What follows belongs to an exercise in optimizing a design on an open flow for a short achievable clock period and few clock cycles per item; a production flow would make more cautious choices. RTL that was checked went through simulation tests only; none was proved equivalent to the original.

==> wip/garnet: inputs <==
==> flow/design.v (excerpt) <==
module dll_tx_top
#(
  parameter dll_tx_pkg::seq_num_t SEQ_INIT = '0
) (
  input  logic         clk_i,
  input  logic         rst_i,
  input  dll_tx_pkg::dword_t       s_tdata_i,
  input  logic         s_tvalid_i,
  input  logic         s_tlast_i,
  output logic         s_tready_o,
  output dll_tx_pkg::dword_t       m_tdata_o,
  output dll_tx_pkg::keep_t        m_tkeep_o,
  output logic         m_tvalid_o,
  output logic         m_tlast_o,
  input  logic         m_tready_i,
  output dll_tx_pkg::seq_num_t     seq_num_o,
  input  logic         update_fc_i,
  input  dll_tx_pkg::hdr_credit_t  fc_ph_i,
  input  dll_tx_pkg::hdr_credit_t  fc_nph_i,
  input  dll_tx_pkg::hdr_credit_t  fc_cplh_i,
  input  dll_tx_pkg::data_credit_t fc_pd_i,
  input  dll_tx_pkg::data_credit_t fc_npd_i,
  input  dll_tx_pkg::data_credit_t fc_cpld_i
);
Settings: LEC_CHECK=0, CAP_MARGIN=20, CORE_MARGIN=2, CORE_UTILIZATION=40, PLACE_DENSITY=0.6, SETUP_SLACK_MARGIN=3.6, SLEW_MARGIN=20; clock period 5.5 ns.
run.sh (not shown) runs the stock make flow with config.mk's settings and CLKGATE_MAP_FILE= SYNTH_SCRIPT=/design/flow/synth_recipe.tcl, a recipe that flattens the netlist after the stock synthesis.
==> wip/fjord (differences from wip/garnet) <==
--- a/flow/design.v
+++ b/flow/design.v
@@ -93,15 +93,15 @@
   logic [W-1:0] main_data_q, hold_data_q, skid_data_q, next_data;
   logic         main_valid_q, hold_valid_q, skid_valid_q, next_valid;
   logic         ready_q;
   logic         up_fire;
   logic         dn_free;
   logic         skid_valid_d;
   assign up_fire = up_valid && ready_q;
-  assign dn_free = !main_valid_q || dn_ready;
+  assign dn_free = !hold_valid_q || dn_ready;
   assign skid_valid_d = dn_free ? 1'b0 : (skid_valid_q || up_fire);
   assign next_data  = skid_valid_q ? skid_data_q : up_data;
   assign next_valid = skid_valid_q || up_fire;
   always_ff @(posedge clk_i) begin
     if (rst_i) begin
       main_valid_q <= 1'b0;
       hold_valid_q <= 1'b0;
@@ -141,24 +141,28 @@
   input  logic         take_i,      
   output logic         room_o       
 );
   dll_tx_pkg::hdr_credit_t  hlim_q [3];
   dll_tx_pkg::hdr_credit_t  hused_q[3];
   dll_tx_pkg::data_credit_t dlim_q [3];
   dll_tx_pkg::data_credit_t dused_q[3];
+  dll_tx_pkg::data_credit_t dsum_q [3];
   dll_tx_pkg::data_credit_t dav_q  [3];
-  logic                     room_q;
+  logic                     room_q, rst_q;
+  logic [1:0]               gap_q;
+  logic                     gap_ok;
   logic [2:0]               hneed_q, dneed_q;    
+  logic                     one_q;               
   logic [7:0]               dreq_q;
+  logic [2:0]               hok_q, cmp_q, nz_q;
   logic [7:0]               kind;
   logic [7:0]               len_credits;
   logic [2:0]               hneed, dneed;
-  logic [7:0]               dreq;
+  logic                     one;
   logic [5:0]               ok;
-  logic                     rst_q;
   function automatic dll_tx_pkg::data_credit_t add12(dll_tx_pkg::data_credit_t a,
                                                     dll_tx_pkg::data_credit_t b, logic cin);
     logic [11:0] g, p, gn, pn;
     logic [12:0] c;
     g = a & b;
     p = a ^ b;
     for (int d = 1; d < 12; d = d * 2) begin
@@ -187,29 +191,46 @@
       dll_tx_pkg::TK_IOWR, dll_tx_pkg::TK_CFGWR0: begin hneed = 3'b010; dneed = 3'b010; end
       dll_tx_pkg::TK_MWR, dll_tx_pkg::TK_MSGD:    begin hneed = 3'b001; dneed = 3'b001; end
       dll_tx_pkg::TK_MSG:                         hneed = 3'b001;
       dll_tx_pkg::TK_CPL:                         hneed = 3'b100;
       dll_tx_pkg::TK_CPLD:                        begin hneed = 3'b100; dneed = 3'b100; end
       default: ;
     endcase
-    dreq = (dneed[1] || len_credits == '0) ? 8'd1 : len_credits;
+    one = dneed[1] || len_credits == '0;
+  end
+  always_ff @(posedge clk_i) begin
+    hneed_q <= hneed;
+    dneed_q <= dneed;
+    one_q   <= one;
+    dreq_q  <= one ? 8'd1 : len_credits;
+    for (int c = 0; c < 3; c++) begin
+      hok_q[c] <= hlim_q[c] != hused_q[c];
+      cmp_q[c] <= (dav_q[c][11:8] != '0) || (dav_q[c][7:0] >= len_credits);
+      nz_q[c]  <= dav_q[c] != '0;
+    end
   end
   always_comb begin
     for (int c = 0; c < 3; c++) begin
-      ok[c]     = !hneed_q[c] || (hlim_q[c] != hused_q[c]);
-      ok[3 + c] = !dneed_q[c] || (dav_q[c][11:8] != '0) || (dav_q[c][7:0] >= dreq_q);
+      ok[c]     = !hneed_q[c] || hok_q[c];
+      ok[3 + c] = !dneed_q[c] || (one_q ? nz_q[c] : cmp_q[c]);
     end
   end
+  assign gap_ok = gap_q == 2'd3;
   always_ff @(posedge clk_i) begin
-    hneed_q <= hneed;
-    dneed_q <= dneed;
-    dreq_q  <= dreq;
+    rst_q  <= rst_i;
+    room_q <= (&ok) && gap_ok && !take_i;
   end
   always_ff @(posedge clk_i) begin
-    rst_q <= rst_i;
+    if (rst_i) begin
+      gap_q <= 2'd0;
+    end else if (take_i) begin
+      gap_q <= 2'd0;
+    end else if (!gap_ok) begin
+      gap_q <= gap_q + 2'd1;
+    end
   end
   always_ff @(posedge clk_i) begin
     if (update_fc_i) begin
       hlim_q[0] <= fc_ph_i;
       hlim_q[1] <= fc_nph_i;
       hlim_q[2] <= fc_cplh_i;
       dlim_q[0] <= fc_pd_i;
@@ -223,19 +244,19 @@
     end
     for (int c = 0; c < 3; c++) begin
       if (rst_q) begin
         hused_q[c] <= '0;
         dused_q[c] <= '0;
       end else begin
         if (take_i && hneed_q[c]) hused_q[c] <= hused_q[c] + dll_tx_pkg::hdr_credit_t'(1);
-        if (take_i && dneed_q[c]) dused_q[c] <= add12(dused_q[c], {4'h0, dreq_q}, 1'b0);
+        if (take_i && dneed_q[c]) dused_q[c] <= dsum_q[c];
       end
-      dav_q[c] <= add12(dlim_q[c], ~dused_q[c], 1'b1);
+      dsum_q[c] <= add12(dused_q[c], {4'h0, dreq_q}, 1'b0);
+      dav_q[c]  <= add12(dlim_q[c], ~dused_q[c], 1'b1);
     end
-    room_q <= &ok;
   end
   assign room_o = room_q;
 endmodule
 `timescale 1ns/100ps
 module lcrc_dword_term
 (
   input  dll_tx_pkg::dword_t d_i,
@@ -631,12 +652,12 @@
   assign oseq_inc = out_valid && out_ready && out_last;
   always_ff @(posedge clk_i) begin
     if (rst_i) begin
       oseq_q      <= SEQ_INIT;
       oseq_hold_q <= SEQ_INIT;
     end else begin
       oseq_q      <= oseq_inc ? oseq_hold_q + dll_tx_pkg::seq_num_t'(1) : oseq_hold_q;
-      oseq_hold_q <= oseq_inc ? oseq_q + dll_tx_pkg::seq_num_t'(1) : oseq_q;
+      oseq_hold_q <= oseq_inc ? oseq_hold_q + dll_tx_pkg::seq_num_t'(1) : oseq_q;
     end
   end
   assign seq_num_o = oseq_q;
 endmodule
CORE_UTILIZATION = 75   (was 40)
PLACE_DENSITY = 0.85   (was 0.6)
==> summary of the runs <==
wip/garnet passed the timing, DRC and antenna checks. wip/fjord did not get past global routing (5_1_grt), error DPL-0038.
Against wip/fjord, the area after synthesis of wip/garnet is smaller by about 4%.
Between wip/fjord and wip/garnet, the lower synthesized cell count is in wip/garnet (gap 4.5%, measured against wip/garnet).
Testbench counts of wip/fjord, summed over its fixed seeds: cycles 21,868, items 2,400.
Function not checked in wip/garnet: the RTL went through the layout flow alone.

## what the ideal ports hide
The results above use ideal ports. As a check the final layout listed here was re-extracted and re-timed, cells and wires unchanged. Step 1, drivers: a clkbuf_16 drives clk_i and a buf_2 each remaining input, both assumed. Step 2 moves the port delays by t, midway between the first and last clock arrival at a register: inputs arrive t later, outputs are due t later. That takes back most of the time a late clock gives input paths. a / b / c = ideal / step 1 / step 2; a / b = the first two.
run: wip/garnet
t, ns: 0.665
slack for setup (ns): 3.280 / 3.269 / 3.105
worst hold slack (ns): 0.414 / 0.414 / 0.414
slew at the worst register clock pin (ns): 0.07 / 0.07
After both steps wip/garnet still meets setup and hold. The setup slack of wip/garnet moves by -0.011 ns with the drivers and by -0.175 ns with both steps.
